This design comes from an exercise in tuning for small area, a short achievable clock period and few clock cycles per item on the open sky130 flow, not from production work.
Only simulation tests tie the RTL to the original design; equivalence was not proved.

==> design/flow/design.v <==
`default_nettype none
package mexp_pkg;
  localparam int FIELD_W     = 62;
  localparam int IN_TDATA_W  = 192;
  localparam int OUT_TDATA_W = 64;
  localparam int PC_W        = 4;
  typedef logic [PC_W-1:0] pc_t;
  localparam pc_t STEP_IDLE     = 4'd0;
  localparam pc_t STEP_CHK_EXP  = 4'd1;
  localparam pc_t STEP_CHK_MOD  = 4'd2;
  localparam pc_t STEP_MOD      = 4'd3;
  localparam pc_t STEP_MOD_DONE = 4'd4;
  localparam pc_t STEP_LOOP     = 4'd5;
  localparam pc_t STEP_SETUP_A  = 4'd6;
  localparam pc_t STEP_MUL_A    = 4'd7;
  localparam pc_t STEP_STORE_A  = 4'd8;
  localparam pc_t STEP_SETUP_B  = 4'd9;
  localparam pc_t STEP_MUL_B    = 4'd10;
  localparam pc_t STEP_STORE_B  = 4'd11;
  localparam pc_t STEP_EMIT     = 4'd12;
  localparam pc_t STEP_RETURN   = 4'd13;
  typedef logic [3:0] op_t;
  localparam op_t OP_NOP = 4'd0;
  localparam op_t OP_LOAD = 4'd1;
  localparam op_t OP_SET_ONE = 4'd2;
  localparam op_t OP_CLR_ACC = 4'd3;
  localparam op_t OP_MOD_STEP = 4'd4;
  localparam op_t OP_MOD_DONE = 4'd5;
  localparam op_t OP_SETUP_A = 4'd6;
  localparam op_t OP_MUL_STEP = 4'd7;
  localparam op_t OP_STORE_A = 4'd8;
  localparam op_t OP_SETUP_B = 4'd9;
  localparam op_t OP_STORE_B = 4'd10;
  localparam op_t OP_EMIT = 4'd11;
  typedef logic [3:0] cond_t;
  localparam cond_t C_ALWAYS = 4'd0;
  localparam cond_t C_NO_INPUT = 4'd1;
  localparam cond_t C_EXP_ZERO = 4'd2;
  localparam cond_t C_MOD_ZERO = 4'd3;
  localparam cond_t C_CNT_MORE = 4'd4;
  localparam cond_t C_EBIT_CLEAR = 4'd5;
  localparam cond_t C_MUL_MORE = 4'd6;
  localparam cond_t C_EXP_MORE = 4'd7;
  localparam cond_t C_OUT_BUSY = 4'd8;
  typedef struct packed {
    op_t   op;
    cond_t cond;
    pc_t   target;
  } ctrl_t;
endpackage
`default_nettype wire
`default_nettype none
module mexp_add_mod #(
  parameter int WIDTH = 62
) (
  input  wire logic [WIDTH-1:0] x,
  input  wire logic [WIDTH-1:0] y,
  input  wire logic [WIDTH-1:0] m,
  output logic      [WIDTH-1:0] s
);
  logic [WIDTH:0] sum;
  logic [WIDTH:0] diff;
  always_comb begin
    sum  = {1'b0, x} + {1'b0, y};
    diff = sum - {1'b0, m};
    if (sum >= {1'b0, m}) begin
      s = diff[WIDTH-1:0];
    end else begin
      s = sum[WIDTH-1:0];
    end
  end
endmodule
`default_nettype wire
`default_nettype none
module modular_exponentiation #(
  parameter int WIDTH = 62,
  parameter int R     = 2
) (
  input  wire logic                                 clk,
  input  wire logic                                 rst_n,
  input  wire logic                                 in_tvalid,
  output logic                                      in_tready,
  input  wire logic [mexp_pkg::IN_TDATA_W-1:0]      in_tdata,
  output logic                                      out_tvalid,
  input  wire logic                                 out_tready,
  output logic      [mexp_pkg::OUT_TDATA_W-1:0]     out_tdata
);
  localparam int N  = 62;
  localparam int PW = 65;            
  localparam int FW = mexp_pkg::FIELD_W;
  typedef enum logic [3:0] {
    ST_IDLE  = 4'd0,
    ST_CHECK = 4'd1,
    ST_NORM  = 4'd2,
    ST_SETUP = 4'd3,
    ST_SETUP2 = 4'd9,
    ST_STEP  = 4'd4,
    ST_CPA   = 4'd5,
    ST_FIX   = 4'd6,
    ST_SHR   = 4'd7,
    ST_EMIT  = 4'd8
  } state_t;
  localparam logic [2:0] OP_RED  = 3'd0;    
  localparam logic [2:0] OP_SQR  = 3'd1;    
  localparam logic [2:0] OP_MUL  = 3'd2;    
  localparam logic [2:0] OP_MUL3 = 3'd3;    
  localparam logic [2:0] OP_PRE  = 3'd4;    
  localparam logic [2:0] PD_NONE     = 3'd0;
  localparam logic [2:0] PD_MUL      = 3'd1;
  localparam logic [2:0] PD_MUL3     = 3'd2;
  localparam logic [2:0] PD_SQR_MUL3 = 3'd3;
  localparam logic [2:0] PD_PRE      = 3'd4;
  state_t            st_r;
  logic              in_ready_r;
  logic              out_valid_r;
  logic [2:0]        op_r;
  logic [2:0]        pend_r;
  logic              keep3_r;        
  logic [N-1:0]      b3_r;
  logic [N-1:0]      m_r;
  logic [N-1:0]      e_r;
  logic [N-1:0]      b_r;
  logic [N-1:0]      acc_r;
  logic [PW-1:0]     s_r;
  logic [PW-1:0]     c_r;
  logic [5:0]        sh_r;           
  logic [5:0]        ecnt_r;         
  logic [6:0]        idx_r;          
  logic [5:0]        ng_r;           
  logic [R-1:0]      yd_r;           
  logic [R-1:0]      yn_r;           
  logic              neg_r;
  assign in_tready  = in_ready_r;
  assign out_tvalid = out_valid_r;
  assign out_tdata  = {2'b00, acc_r};
  logic [N-1:0]      yv;
  logic [N+R-1:0]    yext;
  logic [R-1:0]      ynext;
  assign yv   = (op_r == OP_SQR) ? acc_r : ((op_r == OP_MUL3) ? b3_r : b_r);
  assign yext = {yv, {R{1'b0}}};
  logic [6:0]      fidx;           
  logic [N+R-1:0]  ysh;
  assign ysh   = yext >> (fidx + 7'd1);
  assign ynext = ysh[R-1:0];
  logic [5:0] lo;
  assign lo = (op_r == OP_RED) ? 6'd0 : sh_r;
  logic [7:0] ndig;       
  logic [7:0] ngrp8;
  logic [7:0] itop8;
  logic [5:0] ngrp;
  logic [6:0] itop;
  assign ndig  = 8'd62 - {2'b00, lo};
  assign ngrp8 = (ndig + 8'(R - 1)) / 8'(R);
  assign itop8 = {2'b00, lo} + 8'(R) * ngrp8 - 8'd1;
  assign ngrp  = ngrp8[5:0];
  assign itop  = itop8[6:0];
  assign fidx  = (st_r == ST_SETUP) ? itop : idx_r;
  logic [PW-1:0] xs;
  assign xs = {3'b000, acc_r};
  logic          grp_b;
  assign grp_b = m_r[N-2];
  logic [PW-1:0] m_pos, m_neg1, m_neg2;
  assign m_pos  = {3'b000, m_r};
  assign m_neg1 = ~{3'b000, m_r};
  assign m_neg2 = ~{2'b00, m_r, 1'b0};
  function automatic logic [2:0] qsel(input logic [6:0] st, input logic [6:0] ct,
                                      input logic y, input logic [3:0] xt, input logic gb);
    logic [6:0] t;
    logic       qm1, q1, q2;
    t   = st + ct + (y ? {3'b000, xt} : 7'd0);
    qm1 = (t ^ 7'h40) < 7'd60;
    q2  = gb ? ((t ^ 7'h40) >= 7'd83) : ((t ^ 7'h40) >= 7'd77);
    q1  = !q2 && ((t ^ 7'h40) >= 7'd67);
    qsel = {qm1, q1, q2};
  endfunction
  logic [2:0]         q0_r, q0_n;
  logic [R:0][PW-1:0] ss;
  logic [R:0][PW-1:0] cs;
  logic [R:0][2:0]    qs;
  logic [R:0]         yk;
  always_comb begin
    for (int k = 0; k < R; k++) yk[k] = yd_r[R-1-k];
    yk[R] = yn_r[R-1];
  end
  assign ss[0] = s_r;
  assign cs[0] = c_r;
  assign qs[0] = q0_r;
  logic [3:0][8:0] tv;
  assign tv[0] = 9'd0;
  assign tv[1] = m_pos[63:55];
  assign tv[2] = m_neg1[63:55];
  assign tv[3] = m_neg2[63:55];
  for (genvar k = 0; k < R; k++) begin : g_step
    logic [PW-1:0]   a, b2, yx, s1, c1, v;
    logic [11:0]     cq;
    assign a  = {ss[k][PW-2:0], 1'b0};
    assign b2 = {cs[k][PW-2:0], 1'b0};
    assign yx = yk[k] ? xs : '0;
    assign s1 = a ^ b2 ^ yx;
    assign c1 = {((a[PW-2:0] & b2[PW-2:0]) | (a[PW-2:0] & yx[PW-2:0]) | (b2[PW-2:0] & yx[PW-2:0])),
                 qs[k][1] | qs[k][0]};
    assign v  = qs[k][2] ? m_pos : (qs[k][1] ? m_neg1 : (qs[k][0] ? m_neg2 : '0));
    assign ss[k+1] = s1 ^ c1 ^ v;
    assign cs[k+1] = {((s1[PW-2:0] & c1[PW-2:0]) | (s1[PW-2:0] & v[PW-2:0]) | (c1[PW-2:0] & v[PW-2:0])), 1'b0};
    for (genvar j = 0; j < 4; j++) begin : g_cand
      logic [8:0] ns, nc;
      assign ns = s1[63:55] ^ c1[63:55] ^ tv[j];
      assign nc = {((s1[62:55] & c1[62:55]) | (s1[62:55] & tv[j][7:0]) | (c1[62:55] & tv[j][7:0])), 1'b0};
      assign cq[3*j +: 3] = qsel(ns[8:2], nc[8:2], yk[k+1], acc_r[61:58], grp_b);
    end
    assign qs[k+1] = qs[k][2] ? cq[5:3] : (qs[k][1] ? cq[8:6] : (qs[k][0] ? cq[11:9] : cq[2:0]));
  end
  logic [2:0] qfirst;
  assign qfirst = qsel(7'd0, 7'd0, yn_r[R-1], acc_r[61:58], grp_b);
  logic [PW-1:0] fs, fc, fsum;
  mexp_bk_add #(.W(PW)) u_cpa (.a(fs), .b(fc), .s(fsum));
  always_comb begin
    logic [PW-1:0] d;
    d   = neg_r ? m_pos : '0;
    fs  = s_r ^ c_r ^ d;
    fc  = ((s_r & c_r) | (s_r & d) | (c_r & d)) << 1;
  end
  state_t st_n;
  logic in_ready_n;
  logic out_valid_n;
  logic [2:0] op_n;
  logic [2:0] pend_n;
  logic keep3_n;
  logic [N-1:0] b3_n;
  logic [N-1:0] m_n;
  logic [N-1:0] e_n;
  logic [N-1:0] b_n;
  logic [N-1:0] acc_n;
  logic [PW-1:0] s_n;
  logic [PW-1:0] c_n;
  logic [5:0] sh_n;
  logic [5:0] ecnt_n;
  logic [6:0] idx_n;
  logic [5:0] ng_n;
  logic [R-1:0] yd_n;
  logic [R-1:0] yn_n;
  logic neg_n;
  always_comb begin
    st_n = st_r;
    in_ready_n = in_ready_r;
    out_valid_n = out_valid_r;
    op_n = op_r;
    pend_n = pend_r;
    keep3_n = keep3_r;
    b3_n = b3_r;
    m_n = m_r;
    e_n = e_r;
    b_n = b_r;
    acc_n = acc_r;
    s_n = s_r;
    c_n = c_r;
    sh_n = sh_r;
    ecnt_n = ecnt_r;
    idx_n = idx_r;
    ng_n = ng_r;
    yd_n = yd_r;
    yn_n = yn_r;
    neg_n = neg_r;
    q0_n = q0_r;
      case (st_r)
      ST_IDLE: begin
        if (in_tvalid) begin
          b_n         = in_tdata[WIDTH-1:0];
          e_n         = in_tdata[FW+WIDTH-1:FW];
          m_n         = in_tdata[2*FW+WIDTH-1:2*FW];
          acc_n       = 62'd1;
          sh_n        = '0;
          ecnt_n      = 6'd61;
          in_ready_n  = 1'b0;
          st_n        = ST_CHECK;
        end
      end
      ST_CHECK: begin
        if (e_r == '0) begin
          out_valid_n  = 1'b1;
          st_n         = ST_EMIT;
        end else if (m_r == '0) begin
          acc_n        = '0;
          out_valid_n  = 1'b1;
          st_n         = ST_EMIT;
        end else begin
          st_n  = ST_NORM;
        end
      end
      ST_NORM: begin
        if (!m_r[N-1]) begin
          m_n    = m_r << 1;
          acc_n  = acc_r << 1;
          sh_n   = sh_r + 6'd1;
        end
        if (!e_r[N-1]) begin
          e_n     = e_r << 1;
          ecnt_n  = ecnt_r - 6'd1;
        end
        if (m_r[N-1] && e_r[N-1]) begin
          op_n  = OP_RED;
          st_n  = ST_SETUP;
        end
      end
      ST_SETUP: begin
        idx_n  = itop - 7'(R);
        yn_n   = ynext;
        ng_n   = ngrp;
        s_n    = '0;
        c_n    = '0;
        neg_n  = 1'b0;
        st_n   = ST_SETUP2;
      end
      ST_SETUP2: begin
        yd_n   = yn_r;
        yn_n   = ynext;
        idx_n  = idx_r - 7'(R);
        q0_n   = qfirst;
        st_n   = ST_STEP;
      end
      ST_STEP: begin
        s_n    = ss[R];
        c_n    = cs[R];
        q0_n   = qs[R];
        yd_n   = yn_r;
        yn_n   = ynext;
        idx_n  = idx_r - 7'(R);
        ng_n   = ng_r - 6'd1;
        if (ng_r == 6'd1) st_n  = ST_CPA;
      end
      ST_CPA, ST_FIX: begin
        if (op_r != OP_PRE || keep3_r) acc_n = fsum[N-1:0];
        if (op_r == OP_RED) b_n  = fsum[N-1:0];
        if (op_r == OP_PRE) b3_n = fsum[N-1:0];
        if (st_r == ST_CPA && fsum[PW-1]) begin
          neg_n  = 1'b1;
          st_n   = ST_FIX;
        end else begin
          st_n = ST_SETUP;
          pend_n = PD_NONE;
          if (op_r == OP_RED) begin
            if (ecnt_r != '0) begin
              e_n     = e_r << 1;
              ecnt_n  = ecnt_r - 6'd1;
              keep3_n = e_r[N-2];
              op_n    = OP_SQR;
              pend_n  = PD_PRE;
            end else begin
              st_n = ST_SHR;
            end
          end else if (pend_r == PD_MUL) begin
            op_n = OP_MUL;
          end else if (pend_r == PD_MUL3) begin
            op_n = OP_MUL3;
          end else if (pend_r == PD_SQR_MUL3) begin
            op_n   = OP_SQR;
            pend_n = PD_MUL3;
          end else if (pend_r == PD_PRE) begin
            op_n = OP_PRE;
          end else if (ecnt_r == '0) begin
            st_n = ST_SHR;
          end else if (!e_r[N-2]) begin
            e_n    = e_r << 1;
            ecnt_n = ecnt_r - 6'd1;
            op_n   = OP_SQR;
          end else if (ecnt_r != 6'd1 && e_r[N-3]) begin
            e_n    = e_r << 2;
            ecnt_n = ecnt_r - 6'd2;
            op_n   = OP_SQR;
            pend_n = PD_SQR_MUL3;
          end else begin
            e_n    = e_r << 1;
            ecnt_n = ecnt_r - 6'd1;
            op_n   = OP_SQR;
            pend_n = PD_MUL;
          end
        end
      end
      ST_SHR: begin
        if (sh_r != '0) begin
          acc_n  = acc_r >> 1;
          sh_n   = sh_r - 6'd1;
        end
        if (sh_r <= 6'd1) begin
          out_valid_n  = 1'b1;
          st_n         = ST_EMIT;
        end
      end
      ST_EMIT: begin
        if (out_tready) begin
          out_valid_n  = 1'b0;
          in_ready_n   = 1'b1;
          st_n         = ST_IDLE;
        end
      end
      default: st_n  = ST_IDLE;
    endcase
  end
  always_ff @(posedge clk) begin
    if (!rst_n) begin
      st_r        <= ST_IDLE;
      in_ready_r  <= 1'b1;
      out_valid_r <= 1'b0;
    end else begin
      st_r        <= st_n;
      in_ready_r  <= in_ready_n;
      out_valid_r <= out_valid_n;
    end
  end
  always_ff @(posedge clk) begin
    op_r <= op_n;
    pend_r <= pend_n;
    keep3_r <= keep3_n;
    b3_r <= b3_n;
    m_r <= m_n;
    e_r <= e_n;
    b_r <= b_n;
    acc_r <= acc_n;
    s_r <= s_n;
    c_r <= c_n;
    sh_r <= sh_n;
    ecnt_r <= ecnt_n;
    idx_r <= idx_n;
    ng_r <= ng_n;
    yd_r <= yd_n;
    yn_r <= yn_n;
    neg_r <= neg_n;
    q0_r <= q0_n;
  end
endmodule
`default_nettype wire
`default_nettype none
module mexp_bk_add #(
  parameter int W = 65
) (
  input  wire logic [W-1:0] a,
  input  wire logic [W-1:0] b,
  output logic      [W-1:0] s
);
  logic [W-1:0] p0, g, p;
  always_comb begin
    p0 = a ^ b;
    g  = a & b;
    p  = p0;
    for (int l = 0; (1 << l) < W; l++) begin
      for (int i = (2 << l) - 1; i < W; i += (2 << l)) begin
        g[i] = g[i] | (p[i] & g[i - (1 << l)]);
        p[i] = p[i] & p[i - (1 << l)];
      end
    end
    for (int l = 6; l >= 0; l--) begin
      if ((2 << l) < W) begin
        for (int i = 3 * (1 << l) - 1; i < W; i += (2 << l)) begin
          g[i] = g[i] | (p[i] & g[i - (1 << l)]);
          p[i] = p[i] & p[i - (1 << l)];
        end
      end
    end
    s = p0 ^ {g[W-2:0], 1'b0};
  end
endmodule
`default_nettype wire
==> design/flow/run.sh <==
#!/bin/bash
# synth_recipe.tcl (not shown) runs the flow's synth.tcl, then flattens the netlist and writes it again
# the make line also repeats each setting of config.mk as NAME=value (left out here)
make -C /OpenROAD-flow-scripts/flow DESIGN_CONFIG=/design/flow/config.mk WORK_HOME=/design/flow/orfs CLKGATE_MAP_FILE= SYNTH_SCRIPT=/design/flow/synth_recipe.tcl finish
==> design/flow/config.mk <==
export PLATFORM = sky130hd
export DESIGN_NAME = modular_exponentiation
export DESIGN_NICKNAME = modular_exponentiation
export VERILOG_FILES = /design/flow/design.v
export SDC_FILE = /design/flow/constraint.sdc
export NUM_CORES = 4
export LEC_CHECK = 0
export ABC_AREA = 1
export CAP_MARGIN = 20
export CORE_MARGIN = 2
export CORE_UTILIZATION = 40
export SETUP_SLACK_MARGIN = 5
export SLEW_MARGIN = 20
export TNS_END_PERCENT = 5
==> design/flow/constraint.sdc <==
create_clock -name core_clock -period 10.0 [get_ports {clk}]
set_input_delay 2.0000 -clock core_clock [delete_from_list [all_inputs] [get_ports {clk}]]
set_output_delay 2.0000 -clock core_clock [all_outputs]
set_load 0.01 [all_outputs]
==> metrics.md, run 1 <==
| Metric | Value |
|---|---|
| Placed cells | `5914` |
| Synth area leaders | `edfxtp_1 35%, fa_1 20%, nand2_1 9.7%` |
| Antenna violations before repair | `15` |
| GRT Total Usage | `25.2%` |
| Post-synth ARST share | `0%` |
| Most numerous cell on the critical path | `fa_2` |
| Top-count cell post-synth | `nand2_1` |
| Mapped cell area | `0.0411 mm2` |
| Starting density of the core | `40.4%` |
| Tightest Pin Transition | `1.12 ns` |
| H-tree depth | `2` |
| Status | `complete, no violations` |
| Hold WC Path Type | `register to register` |
| RR Startpoint | `yd_r[1]` |
| Post-synth top area cell | `edfxtp_1` |
| FMAX | `0.182 GHz` |
| Syn Inst Count | `4440` |
| Placement Setup Slack | `2.78 ns` |
| Syn avg cell area | `9.25 um2` |
| Vias in the first global route | `33500` |
| DR WL met3 | `12.3 mm` |
| Core area | `0.102 mm2` |
| Fin cells | `6143` |
| Post-synth EDFFs | `479` |
| Layout cell share with drive strength beyond 1 | `10.4%` |
| CP Data Arrival Time | `5.88 ns` |
| Max_cap viols | `0` |
| Worst slew margin | `25.6%` |
| Final core utilization | `48.2%` |
| Total routed wirelength | `136 mm` |
| Grt ovf | `0` |
| DRC | `0` |
| Slowest Stage Delay on Critical Path | `0.51 ns` |
| Setup TNS | `0 ns` |
| Metal2 WL | `63.4 mm` |
| Num rows | `117` |
| Root buffer cell | `clkbuf_16` |
| Slowest CP cell | `fa_2` |
| Min-Delay Startpoint | `yn_r[0]` |
| CP max FO | `6` |
| CTS tree | `built` |
| Area share of the largest cell type after synthesis | `35.0%` |
| Reg clk slew, reported paths | `0.06 ns` |
| Max-slew violation count | `0` |
| Seq cells post-synth | `485` |
| CTS Buffer Depth | `3` |
| Wire length on met1 | `54.8 mm` |
| IO buf count | `253` |
| CP Capture Type | `register` |
| RSZ-0062 raised after global routing | `true` |
| Hold Vio Cnt, Final | `0` |
| Die area | `0.105 mm2` |
| 1st-pass router iterations | `7` |
| Post-DR wirelength/cell | `22.1 um` |
| Worst skew pair latency | `0.66 ns` |
| Max Used Layer | `met5` |
| Via-per-instance ratio | `5.41` |
| Final Critical Period | `5.49 ns` |
| Final period utilization | `54.9%` |
| Predominant post-synthesis flop cell | `edfxtp_1` |
| Inserted Clock Buffers | `59` |
| Seq/Total Area, Yosys | `35.3%` |
| Largest net degree at the start of global routing | `82` |
| Req. time, crit path | `10.39 ns` |
| Die Wd | `324 um` |
| Worst setup path startpoint | `yd_r[1]` |
| CP Launch Type | `register` |
| Die Y | `324 um` |
| First-pass GRT wire length | `204 mm` |
| Final worst slack | `4.51 ns` |
| Clock Skew | `0.0280 ns` |
| Setup Crit Path Kind | `register to register` |
| Detail Placement HPWL | `90.6 mm` |
| RePlAce Congestion | `0.904` |
| DR iter-0 viols | `3078` |
| Area delta synth->final | `19.5%` |
| Netlist cell types | `73` |
| Finish-stage setup viols | `0` |
| Routed via count | `33200` |
| Final ANT Viol Nets | `0` |
| Yosys Warn Count | `2` |
| Clock sink count | `485` |
| IO Pins | `262` |
| Synth top cells by count | `1058 x nand2_1, 865 x inv_1, 479 x edfxtp_1, 411 x fa_1, 217 x nor2_1` |
| NumNets Final | `5488` |
critical path: cells and delay by family, from the launching register on:
| family | cells | cell delay, ns |
|---|---|---|
| adders and majority gates | 7 | 2.80 |
| buffers and inverters | 9 | 0.94 |
| and+or+nand+nor | 9 | 0.77 |
| DFF | 1 | 0.42 |
| AOI/OAI and AO/OA | 1 | 0.30 |
cells by family (layout without fill, tap and decap cells):
group                    count (synthesis)  count (layout)  share of synthesized area, %
AND/OR/NAND/NOR                       1539            1546                          15.5
buffers and inverters                 1067            1391                          10.3
AO/OA/AOI/OAI                          697             697                          12.2
adder cells (fa/ha/maj)                569             569                          24.9
flip-flops                             485             485                          35.3
XOR/XNOR                                82              82                          1.88
other                                    1               5                       0.00913
cell usage in the layout (no fill, tap or decap), drive strengths merged, types with 4 or more instances in the layout:
cell type         n
clkbuf           73
bufbuf            7
o31ai             5
a31o             13
bufinv           10
clkdlybuf4s50   253
clkinvlp         12
inv             881
a31oi            10
nand2          1084
edfxtp          479
o2111ai           6
a22oi            80
nand3b            5
or2               5
dfxtp             6
nand3           121
nor4             18
o221ai          159
nor2            231
a21boi            4
o21ai           190
nand4            62
a21o             19
xor2             54
fa              411
a221oi            4
buf             132
o211ai           68
o21bai            5
nor3             19
ha              158
clkinv           23
a21oi           109
xnor2            28
what timing repair did:
item,CTS,global route
buffers inserted,86,5
gates resized for setup,181,40
pin swaps,58,20
setup endpoints to repair,199,223
cloned,20,4
hold buffers,0,0
final timing paths:
kind         slack, ns  endpoint  cells past startpoint
max               4.51   q0_r[0]                     26
min               0.42   yd_r[0]                      0
max reg2reg       4.51   q0_r[0]                     26
min reg2reg       0.42   yd_r[0]                      0
per-stage QoR:
step | area (um2) | hold WS, ns
after global placement | 44700 | 0.407
after detailed placement | 44700 | 0.410
after floorplan | 41100 | 0.400
final | 49100 | 0.422
after global routing | 49100 | 0.436
after CTS | 48700 | 0.424
per-layer routing:
layer	global-route usage [%]	vias up
met3	5.47	238
met1	33.1	16400
li1	-	15200
met4	8.32	22
met5	0	-
met2	41.5	1403
flip-flops by register name, summed over array words and instances, names as in the netlist, 2 cells and up:
name,flops
ecnt_r,6
b_r,62
pend_r,3
sh_r,6
ng_r,6
q0_r,3
acc_r,62
b3_r,62
m_r,62
st_r,4
idx_r,7
e_r,62
yd_r,2
yn_r,2
s_r,65
op_r,3
c_r,64
cell type report:
type	count	area [um2]
clock buffers	70	1560
repair buffers	395	4310
clock inverters	40	485
flip-flops and latches	485	14500
inverters	885	3400
repair inverters	1	8.76
diodes	3	7.51
multi-input cells	2896	23100
well taps	1368	1710
fillers	9558	52700
Testbench counts, summed over its fixed seeds: cycles 540,547, items 192.
==> run 2, diff against run 1 <==
--- a/design/flow/config.mk
+++ b/design/flow/config.mk
@@ -9,5 +9,5 @@
 export CAP_MARGIN = 20
 export CORE_MARGIN = 2
-export CORE_UTILIZATION = 40
+export CORE_UTILIZATION = 55
 export SETUP_SLACK_MARGIN = 5
 export SLEW_MARGIN = 20
==> run 2 against run 1 <==
Net effect: clock skew grew 0.020 ns; first-iteration DRC count increased by 0.55%; core utilization rose by 17 points; non-clock buffer count rose by 1; worst setup slack improved by 0.0076 ns; register-to-register slack about the same; global-route usage grew 8.9 points; sequential share of layout area rose by 0.28 points; flip-flop and latch count is the same.
==> metrics.md, run 2 <==
| Metric | Value |
|---|---|
| Post-DP Area | `0.0443 mm2` |
| Req. time, crit path | `10.37 ns` |
| Via-per-instance ratio | `5.80` |
| Syn Inst Count | `4440` |
| Slowest CP cell | `fa_2` |
| Min-Delay Startpoint | `yn_r[0]` |
| Post-cts hold buffer count | `0` |
| H-tree depth | `2` |
| Critical-path cell list | `buf_4 > nand2_2 > fa_2 > inv_4 > buf_4 > fa_1 > inv_1 > fa_2 > fa_2 > inv_1 > fa_1 > inv_1 > fa_1 > a21oi_1 > o21ai_0 > xor2_1 > nor4_1 > nor3_1 > a21oi_1 > nand3_1 > nand2_1 > nand2_1` |
| Seq cells post-synth | `485` |
| NumNets Final | `5490` |
| Reg2reg end | `q0_r[1]` |
| Final ANT Viol Nets | `0` |
| Post-Synth Adder-Cell Area | `24.9%` |
| Largest Register | `s_r` |
| Filler Cell Count | `6194` |
| Total routed wirelength | `131 mm` |
| IO Pins | `262` |
| XOR/XNOR Fraction of Synth Area | `1.88%` |
| Storage cell area | `0.0145 mm2` |
| Hold WC Path Type | `register to register` |
| WP buf/inv | `6` |
| CP Data Arrival Time | `5.85 ns` |
| Reg clk slew, reported paths | `0.07 ns` |
| Netlist cell types | `73` |
| Mux share of post-synthesis cell area | `0%` |
| Worst setup path end | `q0_r[1]` |
| Antenna violations before repair | `6` |
| CTS tree | `built` |
| Tightest Pin Transition | `1.11 ns` |
| RePlAce Congestion | `0.913` |
| RSZ-0062 raised after global routing | `true` |
| Final period utilization | `54.8%` |
| Hold Vio Cnt, Final | `0` |
| CP Depth | `22` |
| FMAX | `0.182 GHz` |
| CTS Buffer Depth | `3` |
| GRT Total Usage | `34.2%` |
| Synth area leaders | `edfxtp_1 35%, fa_1 20%, nand2_1 9.7%` |
| Die Wd | `277 um` |
| Inserted Clock Buffers | `59` |
| Post-synth ARST share | `0%` |
| Post-synth EDFFs | `479` |
| CP Launch Type | `register` |
| First-pass GRT wire length | `199 mm` |
| Largest net degree at the start of global routing | `80` |
| Clock Skew | `0.0476 ns` |
| DR iter-0 viols | `3095` |
| Max-slew violation count | `0` |
| Root buffer cell | `clkbuf_16` |
| Finish-stage setup viols | `0` |
| Vias in the first global route | `33100` |
| Biggest registers after layout | `s_r x65, c_r x64` |
| Worst setup path startpoint | `yd_r[1]` |
| Most frequent cells in the layout | `1035 x nand2_1, 842 x inv_1, 479 x edfxtp_1, 390 x fa_1, 253 x clkdlybuf4s50_1` |
| CP Capture Type | `register` |
| DRC | `0` |
| Status | `complete, no violations` |
| Die area | `0.0768 mm2` |
| Core area | `0.0742 mm2` |
| Detail Placement HPWL | `86.4 mm` |
| 1st-pass router iterations | `6` |
| Die Y | `277 um` |
| Grt ovf | `0` |
| Max_cap viols | `0` |
| Largest family of logic cells by synthesized area | `adder cells` |
| Worst skew pair latency | `0.65 ns` |
| Yosys Warn Count | `2` |
| Area of the multi-input gates | `0.0232 mm2` |
| Num rows | `100` |
| Syn avg cell area | `9.25 um2` |
| Gr busiest metal | `met2` |
| Max FFs per register | `65` |
| Post-synthesis compound-gate area fraction | `12.2%` |
| Area delta synth->final | `18.4%` |
| Starting density of the core | `55.3%` |
| CP max FO | `5` |
| Seq/Total Area, Yosys | `35.3%` |
| Setup TNS | `0 ns` |
| Synth top cells by count | `1058 x nand2_1, 865 x inv_1, 479 x edfxtp_1, 411 x fa_1, 217 x nor2_1` |
| Area share of the largest cell type after synthesis | `35.0%` |
| Post-DR wirelength/cell | `22.9 um` |
| Top-count cell post-synth | `nand2_1` |
| RR Startpoint | `yd_r[1]` |
| Worst slew margin | `26.0%` |
| M1 GR Usage | `46.4%` |
| Final Critical Period | `5.48 ns` |
| Leading cell type in the layout, fill and taps excluded | `nand2_1` |
| Predominant post-synthesis flop cell | `edfxtp_1` |
| Reg-to-reg setup timing slack | `4.52 ns` |
| Post-synth top area cell | `edfxtp_1` |
| Synth Area in Simple Gates | `15.5%` |
| Slowest Stage Delay on Critical Path | `0.62 ns` |
| Global-route met2 utilization | `54.2%` |
| Final instance area | `0.0486 mm2` |
| Routed via count | `33300` |
| Global Route met3 Usage | `7.10%` |
| Layout cell share with drive strength beyond 1 | `10.3%` |
| Mapped cell area | `0.0411 mm2` |
| FF-to-FF path depth | `22` |
| Clock sink count | `485` |
| Delay-heaviest family, CP | `adder cells` |
| Setup Crit Path Kind | `register to register` |
| IO buf count | `253` |
[run 2: repair_timing]
action / in CTS / in global routing
gates resized for setup: 136 / 78
hold endpoints to repair: 0 / 0
buffers inserted: 55 / 40
cloned: 19 / 3
setup endpoints to repair: 173 / 224
pin swaps: 28 / 44
[run 2: layout make-up]
cell class | instances | share of cell area, %
sequential | 485 | 29.8
timing repair buffer | 396 | 8.71
timing repair inverter | 1 | 0.0232
clock buffer | 65 | 3.13
multi-input combinational | 2897 | 47.7
tap | 969 | 2.49
antenna | 4 | 0.0206
clock inverter | 46 | 1.15
inverter | 885 | 6.96
[run 2: metal layers]
| layer | vias up | share of wire (%) | routed length [um] |
|---|---|---|---|
| li1 | 15200 | - | - |
| met1 | 16500 | 41 | 53500 |
| met2 | 1415 | 46 | 60800 |
| met3 | 272 | 8.8 | 11600 |
| met4 | 2 | 4.2 | 5520 |
| met5 | - | 0.015 | 20 |
[run 2: stage by stage]
| stage | hold slack [ns] | cells | utilization, % | worst slack [ns] |
|---|---|---|---|---|
| 2_1_floorplan | 0.400 | 4441 | - | 3.86 |
| 3_3_place_gp | 0.404 | 5516 | 59.6 | 2.60 |
| 3_5_place_dp | 0.412 | 5516 | 59.6 | 2.60 |
| 4_1_cts | 0.433 | 5701 | 64.6 | 4.51 |
| 5_1_grt | 0.449 | 5748 | 65.5 | 4.30 |
| 6_report | 0.432 | 5748 | 65.5 | 4.52 |
[run 2: cells by family (layout without fill, tap and decap cells)]
logic type	count (synthesis)	in the layout
AOI/OAI and AO/OA	697	697
other	1	6
adders and majority gates	569	569
DFF	485	485
xor gates and xnor gates	82	82
buffers and inverters	1067	1393
and+or+nand+nor	1539	1547
[run 2: worst min path at each step]
stage	to	slack, ns	cells past startpoint
detailed placement	yd_r[0]	0.41	0
global route	yd_r[0]	0.45	0
finish	yd_r[0]	0.43	0
CTS	yd_r[0]	0.43	0
floorplan	yd_r[0]	0.40	0
global placement	yd_r[0]	0.40	0
==> run 3, diff against run 2 <==
--- a/design/flow/config.mk
+++ b/design/flow/config.mk
@@ -9,6 +9,6 @@
 export CAP_MARGIN = 20
 export CORE_MARGIN = 2
-export CORE_UTILIZATION = 55
-export SETUP_SLACK_MARGIN = 5
+export CORE_UTILIZATION = 40
+export SETUP_SLACK_MARGIN = 4.5
 export SLEW_MARGIN = 20
 export TNS_END_PERCENT = 5
==> run 3 against run 2 <==
Net effect: non-clock buffer count down 24; largest cell class unchanged; die area up 37%; global-route usage down 9.7 points.
==> metrics.md, run 3 <==
| Metric | Value |
|---|---|
| Status | `complete, no violations` |
| Detail Placement HPWL | `90.6 mm` |
| Starting density of the core | `40.4%` |
| H-tree depth | `2` |
| Post-synth EDFFs | `479` |
| Reg-to-reg setup timing slack | `4.51 ns` |
| Netlist cell types | `73` |
| Finish-stage setup viols | `0` |
| CP Capture Type | `register` |
| CP max FO | `7` |
| FF-to-FF path depth | `29` |
| Area delta synth->final | `18.4%` |
| Routed via count | `33000` |
| Core area | `0.102 mm2` |
| Largest net degree at the start of global routing | `82` |
| Final ANT Viol Nets | `0` |
| RR Startpoint | `yd_r[1]` |
| Worst skew pair latency | `0.66 ns` |
| Setup TNS | `0 ns` |
| Mapped cell area | `0.0411 mm2` |
| Predominant post-synthesis flop cell | `edfxtp_1` |
| Filler Cell Count | `9621` |
| Slowest CP cell | `fa_2` |
| Hold Vio Cnt, Final | `0` |
| Num rows | `117` |
| Inserted Clock Buffers | `59` |
| Tightest Pin Transition | `1.14 ns` |
| RSZ-0062 raised after global routing | `true` |
| Max_cap viols | `0` |
| CTS Buffer Depth | `3` |
| Layout cell share with drive strength beyond 1 | `9.48%` |
| Max-slew violation count | `0` |
| Die Wd | `324 um` |
| Hold path depth | `0` |
| Reg2reg end | `s_r[15]` |
| Setup Crit Path Kind | `register to register` |
| Post-synth ARST share | `0%` |
| GRT Total Usage | `24.5%` |
| First-pass GRT wire length | `199 mm` |
| Final period utilization | `54.9%` |
| Seq cells post-synth | `485` |
| Max FFs per register | `65` |
| Seq/Total Area, Yosys | `35.3%` |
| Largest Register | `s_r` |
| DRC | `0` |
| Hold WC Path Type | `register to register` |
| Reg clk slew, reported paths | `0.07 ns` |
| Req. time, crit path | `10.36 ns` |
| Die area | `0.105 mm2` |
| Synth Area in Simple Gates | `15.5%` |
| Syn avg cell area | `9.25 um2` |
| FMAX | `0.182 GHz` |
| Worst setup path end | `s_r[15]` |
| Synth area leaders | `edfxtp_1 35%, fa_1 20%, nand2_1 9.7%` |
| XOR/XNOR Fraction of Synth Area | `1.88%` |
| RePlAce Congestion | `0.904` |
| Total routed wirelength | `134 mm` |
| Clock Skew | `0.0212 ns` |
| Antenna violations before repair | `14` |
| Leading cell type in the layout, fill and taps excluded | `nand2_1` |
| Post-DR wirelength/cell | `22.0 um` |
| Vias in the first global route | `33100` |
| Area share of the largest cell type after synthesis | `35.0%` |
| Post-synth top area cell | `edfxtp_1` |
| Mux share of post-synthesis cell area | `0%` |
| Final core utilization | `47.8%` |
| Grt ovf | `0` |
| Via-per-instance ratio | `5.40` |
| Yosys Warn Count | `2` |
| Root buffer cell | `clkbuf_16` |
| 1st-pass router iterations | `6` |
| DR iter-0 viols | `3006` |
| Slowest Stage Delay on Critical Path | `0.61 ns` |
| IO Pins | `262` |
| CP Data Arrival Time | `5.86 ns` |
| Die Y | `324 um` |
| CP Launch Type | `register` |
| Synth top cells by count | `1058 x nand2_1, 865 x inv_1, 479 x edfxtp_1, 411 x fa_1, 217 x nor2_1` |
| CTS tree | `built` |
| Worst setup path startpoint | `yd_r[1]` |
| Clock sink count | `485` |
| Post-Synth Adder-Cell Area | `24.9%` |
| Largest family of logic cells by synthesized area | `adder cells` |
| IO buf count | `253` |
| Worst slew margin | `24.2%` |
| Top-count cell post-synth | `nand2_1` |
| Final Critical Period | `5.49 ns` |
| NumNets Final | `5462` |
| Biggest registers after layout | `s_r x65, c_r x64` |
| Syn Inst Count | `4440` |
| Post-synthesis compound-gate area fraction | `12.2%` |
| Most frequent cells in the layout | `1041 x nand2_1, 836 x inv_1, 479 x edfxtp_1, 393 x fa_1, 253 x clkdlybuf4s50_1` |
[run 3: cell counts after synthesis]
Identical to the previous run, type by type.
[run 3: worst min-delay path by stage]
stage / endpoint / from / slack [ns]
finish: yd_r[0] / yn_r[0] / 0.42
global route: yd_r[0] / yn_r[0] / 0.44
detailed placement: yd_r[0] / yn_r[0] / 0.41
global placement: yd_r[0] / yn_r[0] / 0.41
CTS: yd_r[0] / yn_r[0] / 0.42
floorplan: yd_r[0] / yn_r[0] / 0.40
[run 3: layout make-up]
type                       instances  area (um2)  share of cell area, %
multi-input combinational       2893       22900                   47.2
sequential                       485       14500                   29.8
timing repair buffer             372        3980                   8.19
inverter                         885        3400                   7.00
tap                             1368        1710                   3.52
clock buffer                      70        1560                   3.21
clock inverter                    40         485                  0.999
timing repair inverter             1        8.76                 0.0180
antenna                            1        2.50                0.00515
[run 3: cells by family after synthesis]
kind of cell	after synthesis
AO/OA/AOI/OAI	697
buffers and inverters	1067
adder cells (fa/ha/maj)	569
flip-flops	485
AND/OR/NAND/NOR	1539
other	1
XOR/XNOR	82
[run 3: critical path, delay by kind of cell, from the launching register on]
kind,cells,cell delay (ns)
AOI/OAI and AO/OA,2,0.18
buffers and inverters,8,0.71
and+or+nand+nor,13,1.21
adders and majority gates,6,2.72
DFF,1,0.39
[run 3: repair_timing]
item                                    CTS  global route
hold buffers                              0             0
endpoints found under the setup margin  132           131
endpoints found under the hold margin     0             0
resized for setup                        86            98
pin swaps                                24            51
gates cloned                             11            10
buffers inserted                         51            17
[run 3: per-layer routing]
layer,share of wire [%],global-route usage [%],up-vias
met5,0.11,0,-
met4,3.6,7.35,22
met3,9.0,5.40,261
met2,47,40.2,1413
met1,41,32.4,16200
li1,-,-,15100
[run 3: stage by stage]
stage               hold slack (ns)  instance area [um2]  std cells  setup WS, ns
finish                        0.425                48600       6115          4.51
detailed placement            0.410                44700       5914          2.78
global placement              0.407                44700       5913          2.81
global route                  0.436                48600       6114          4.30
CTS                           0.424                47800       6086          4.42
floorplan                     0.400                41100       4441          3.86

==> afterwards: timing with drivers on the ports <==
The results above use ideal ports. As a check the final layouts listed here were re-extracted and re-timed, cells and wires unchanged.
Step 1 sets driving cells, clkbuf_16 on the clock port and buf_2 on the other inputs (assumed; they add their load-dependent delay and slew).
Step 2 moves the port delays by t, midway between the first and last clock arrival at a register: inputs arrive t later, outputs are due t later. That takes back most of the time a late clock gives input paths.
a / b / c = ideal / step 1 / step 2; a / b = the first two.
run	shift t [ns]	slack for setup (ns)	worst hold slack (ns)
run 1	0.720	4.509 / 4.509 / 4.509	0.422 / 0.422 / 0.422
run 2	0.699	4.517 / 4.517 / 4.517	0.432 / 0.432 / 0.432
run 3	0.718	4.507 / 4.507 / 4.507	0.425 / 0.425 / 0.425
After both steps every run listed still meets setup and hold.
